Background: an optimization exercise with open tools, aiming at small area, a short achievable clock period and few clock cycles per item. Do not read the settings as production practice. The RTL was checked by simulation tests, not by an equivalence proof against the original design. Power and IR drop assume default switching activity.

== job 101 ==
==> flow/design.v (excerpt) <==
module heater_handle_supervisor (
  input  logic                         clk_i,
  input  logic                         rst_ni,
  input  logic                         in_valid_i,
  output logic                         in_ready_o,
  input  logic [hhs_pkg::InW-1:0]      in_data_i,
  output logic                         out_valid_o,
  input  logic                         out_ready_i,
  output logic [hhs_pkg::OutW-1:0]     out_data_o,
  input  logic                         cfg_valid_i,
  output logic                         cfg_ready_o,
  input  logic [hhs_pkg::CfgIdxW-1:0]  cfg_index_i,
  input  logic [hhs_pkg::CfgDataW-1:0] cfg_data_i
);
Size in the first run: ~1200 cells after synthesis, roughly 190 flip-flops, ~77 I/O pins, ~0.012 mm² of cells after synthesis.
==> flow/config.mk <==
export PLATFORM = sky130hd
export DESIGN_NAME = heater_handle_supervisor
export DESIGN_NICKNAME = heater_handle_supervisor
export VERILOG_FILES = /design/flow/design.v
export SDC_FILE = /design/flow/constraint.sdc
export NUM_CORES = 4
export LEC_CHECK = 0
export CAP_MARGIN = 20
export CORE_MARGIN = 2
export CORE_UTILIZATION = 40
export CTS_BUF_LIST = sky130_fd_sc_hd__clkbuf_8
export GPL_ROUTABILITY_DRIVEN = 0
export SLEW_MARGIN = 20
==> flow/constraint.sdc <==
create_clock -name core_clock -period 9.0 [get_ports {clk_i}]
set_input_delay 1.8000 -clock core_clock [delete_from_list [all_inputs] [get_ports {clk_i}]]
set_output_delay 1.8000 -clock core_clock [all_outputs]
set_load 0.01 [all_outputs]
standard.sh (not shown) runs the stock make flow with config.mk's settings and CLKGATE_MAP_FILE= SYNTH_SCRIPT=/design/flow/synth_recipe.tcl, a recipe that flattens the netlist after the stock synthesis.
==> flow/flow/run.sh <==
#!/bin/bash
# Layout: the standard flow (standard.sh, which runs the standard synthesis
# unchanged) with two settings changed: the ports are buffered with
# sky130_fd_sc_hd__buf_1 (buffer_ports' own pick is a delay buffer), and the
# timing repair aims for 6.0 ns of setup slack at the design's clock period.
# The make output goes to standard_flow.log; ORFS's logs stay under orfs/logs.
set -euo pipefail
bash standard.sh SETUP_SLACK_MARGIN=6.0 "BUFFER_PORTS_ARGS=-buffer_cell sky130_fd_sc_hd__buf_1" finish > standard_flow.log 2>&1
Job 101 went all the way through the flow, and no timing, DRC or antenna check failed.
Testbench counts of job 101, summed over its fixed seeds: cycles 16,024, items 16,000.
Input-level comparison between job 102 and job 101:
# job 101
export LEC_CHECK = 0
export CAP_MARGIN = 20
export CORE_MARGIN = 2
export CORE_UTILIZATION = 40
export CTS_BUF_LIST = sky130_fd_sc_hd__clkbuf_8
export GPL_ROUTABILITY_DRIVEN = 0
export SLEW_MARGIN = 20
create_clock -name core_clock -period 9.0 [get_ports {clk_i}]
# job 102
export LEC_CHECK = 0
export CAP_MARGIN = 20
export CORE_MARGIN = 2
export CORE_UTILIZATION = 40
export CTS_BUF_LIST = sky130_fd_sc_hd__clkbuf_8
export SLEW_MARGIN = 20
create_clock -name core_clock -period 9.0 [get_ports {clk_i}]
==> flow/flow/run.sh <==
#!/bin/bash
# Layout: the standard flow (standard.sh, which runs the standard synthesis
# unchanged) with two settings changed: the ports are buffered with
# sky130_fd_sc_hd__buf_1 (buffer_ports' own pick is a delay buffer), and the
# timing repair aims for 6.2 ns of setup slack at the design's clock period.
# The make output goes to standard_flow.log; ORFS's logs stay under orfs/logs.
set -euo pipefail
bash standard.sh SETUP_SLACK_MARGIN=6.2 "BUFFER_PORTS_ARGS=-buffer_cell sky130_fd_sc_hd__buf_1" finish > standard_flow.log 2>&1
--- outcome ---
Area overhead of the layout relative to synthesis: job 102 vs job 101 up 7.8 points
DRC marker count from the first detailed-route iteration (lower): job 102
Job 102: no failed stages, no open violations at the end
Looking at job 102 and job 101, the power in sequential cells is a wash.
Measured against job 102, the routed length on met3 of job 101 comes out at 0.73 times the reference value.
Via count of the routed design ended up 349 higher on job 102 than on job 101.
Delta (job 102 minus job 101): power share of the clock group shrank by 2.4 points, count of cell instances traversed by the critical path shrank by 1.
Input-level comparison between job 103 and job 102:
==> flow/flow/run.sh <==
#!/bin/bash
# Layout: the standard flow (standard.sh, which runs the standard synthesis
# unchanged) with two settings changed: the ports are buffered with
# sky130_fd_sc_hd__buf_1 (buffer_ports' own pick is a delay buffer), and the
# timing repair aims for 5.7 ns of setup slack at the design's clock period.
# The make output goes to standard_flow.log; ORFS's logs stay under orfs/logs.
set -euo pipefail
bash standard.sh SETUP_SLACK_MARGIN=5.7 "BUFFER_PORTS_ARGS=-buffer_cell sky130_fd_sc_hd__buf_1" finish > standard_flow.log 2>&1
==> comparison <==
- Sort job 102 and job 103 by fraction of layout cells with a size suffix above 1 asc -> top: job 103
- Sequential share of layout area for job 103: 3.6 points up relative to job 102
- Job 103 — wire length about 9% lower, job 102 as reference
Input changes introduced in job 104 (baseline for comparison: job 103):
# job 103
export LEC_CHECK = 0
export CAP_MARGIN = 20
export CORE_MARGIN = 2
export CORE_UTILIZATION = 40
export CTS_BUF_LIST = sky130_fd_sc_hd__clkbuf_8
export SLEW_MARGIN = 20
create_clock -name core_clock -period 9.0 [get_ports {clk_i}]
# job 104
export LEC_CHECK = 0
export CAP_MARGIN = 20
export CORE_MARGIN = 2
export CORE_UTILIZATION = 40
export SLEW_MARGIN = 20
create_clock -name core_clock -period 9.0 [get_ports {clk_i}]
==> flow/flow/run.sh <==
#!/bin/bash
# Layout: the standard flow (standard.sh, which runs the standard synthesis
# unchanged) with two settings changed: the ports are buffered with
# sky130_fd_sc_hd__buf_1 (buffer_ports' own pick is a delay buffer), and the
# timing repair aims for 5.8 ns of setup slack at the design's clock period.
# The make output goes to standard_flow.log; ORFS's logs stay under orfs/logs.
set -euo pipefail
bash standard.sh SETUP_SLACK_MARGIN=5.8 "BUFFER_PORTS_ARGS=-buffer_cell sky130_fd_sc_hd__buf_1" finish > standard_flow.log 2>&1
Findings:
- The clock power in job 104 sits about 30% above the value recorded for job 103.
- | post-route worst hold slack | job 104 vs job 103 | 6.4 ps lower |
- Cmp job 103 and job 104 / number of fillers in the final layout / higher: job 103
- Diff job 103..job 104 | portion of the post-synthesis area used by sequential elements | negligible
- On job 104: final net count is 0.35% higher than what job 103 gave.
- NOTE: cell leakage power in job 104 exceeds that of job 103
- [compare] base=job 103 new=job 104: sum of routed wire segments on met1 shows a reduction of about 0.5%, met3 demand-to-capacity share in global routing shows no meaningful change, portion of total power attributed to the clock network climbed 4.5 points.
- Job 104 vs job 103: synthesis-to-finish area growth up in job 104
- Routed wire length on job 104 is behind job 103.

static timing again, ports no longer ideal:
The flow's constraints put no driver on any port. The routed layouts listed below were extracted and timed again, unchanged, in two steps.
Step 1, drivers: a clkbuf_16 drives clk_i and a buf_2 each remaining input, both assumed.
Step 2 also shifts input and output timing later by t, the mid clock arrival at the registers, as if the neighbouring blocks saw the same clock.
a / b / c = ideal ports / drivers / drivers and shift; a / b = the first two.
run | t, ns | setup WS [ns] | worst data-port slew with drivers (ns)
job 101 | 0.527 | 6.050 / 6.027 / 5.629 | 0.04
job 102 | 0.520 | 6.057 / 6.026 / 5.779 | 0.06
job 103 | 0.532 | 5.875 / 5.875 / 5.407 | 0.04
job 104 | 0.487 | 5.921 / 5.921 / 5.549 | 0.04
After both steps setup and hold are still met in every run listed. The setup slack of job 103, which loses most, moves by 0.000 ns with the drivers and by -0.468 ns with both steps.
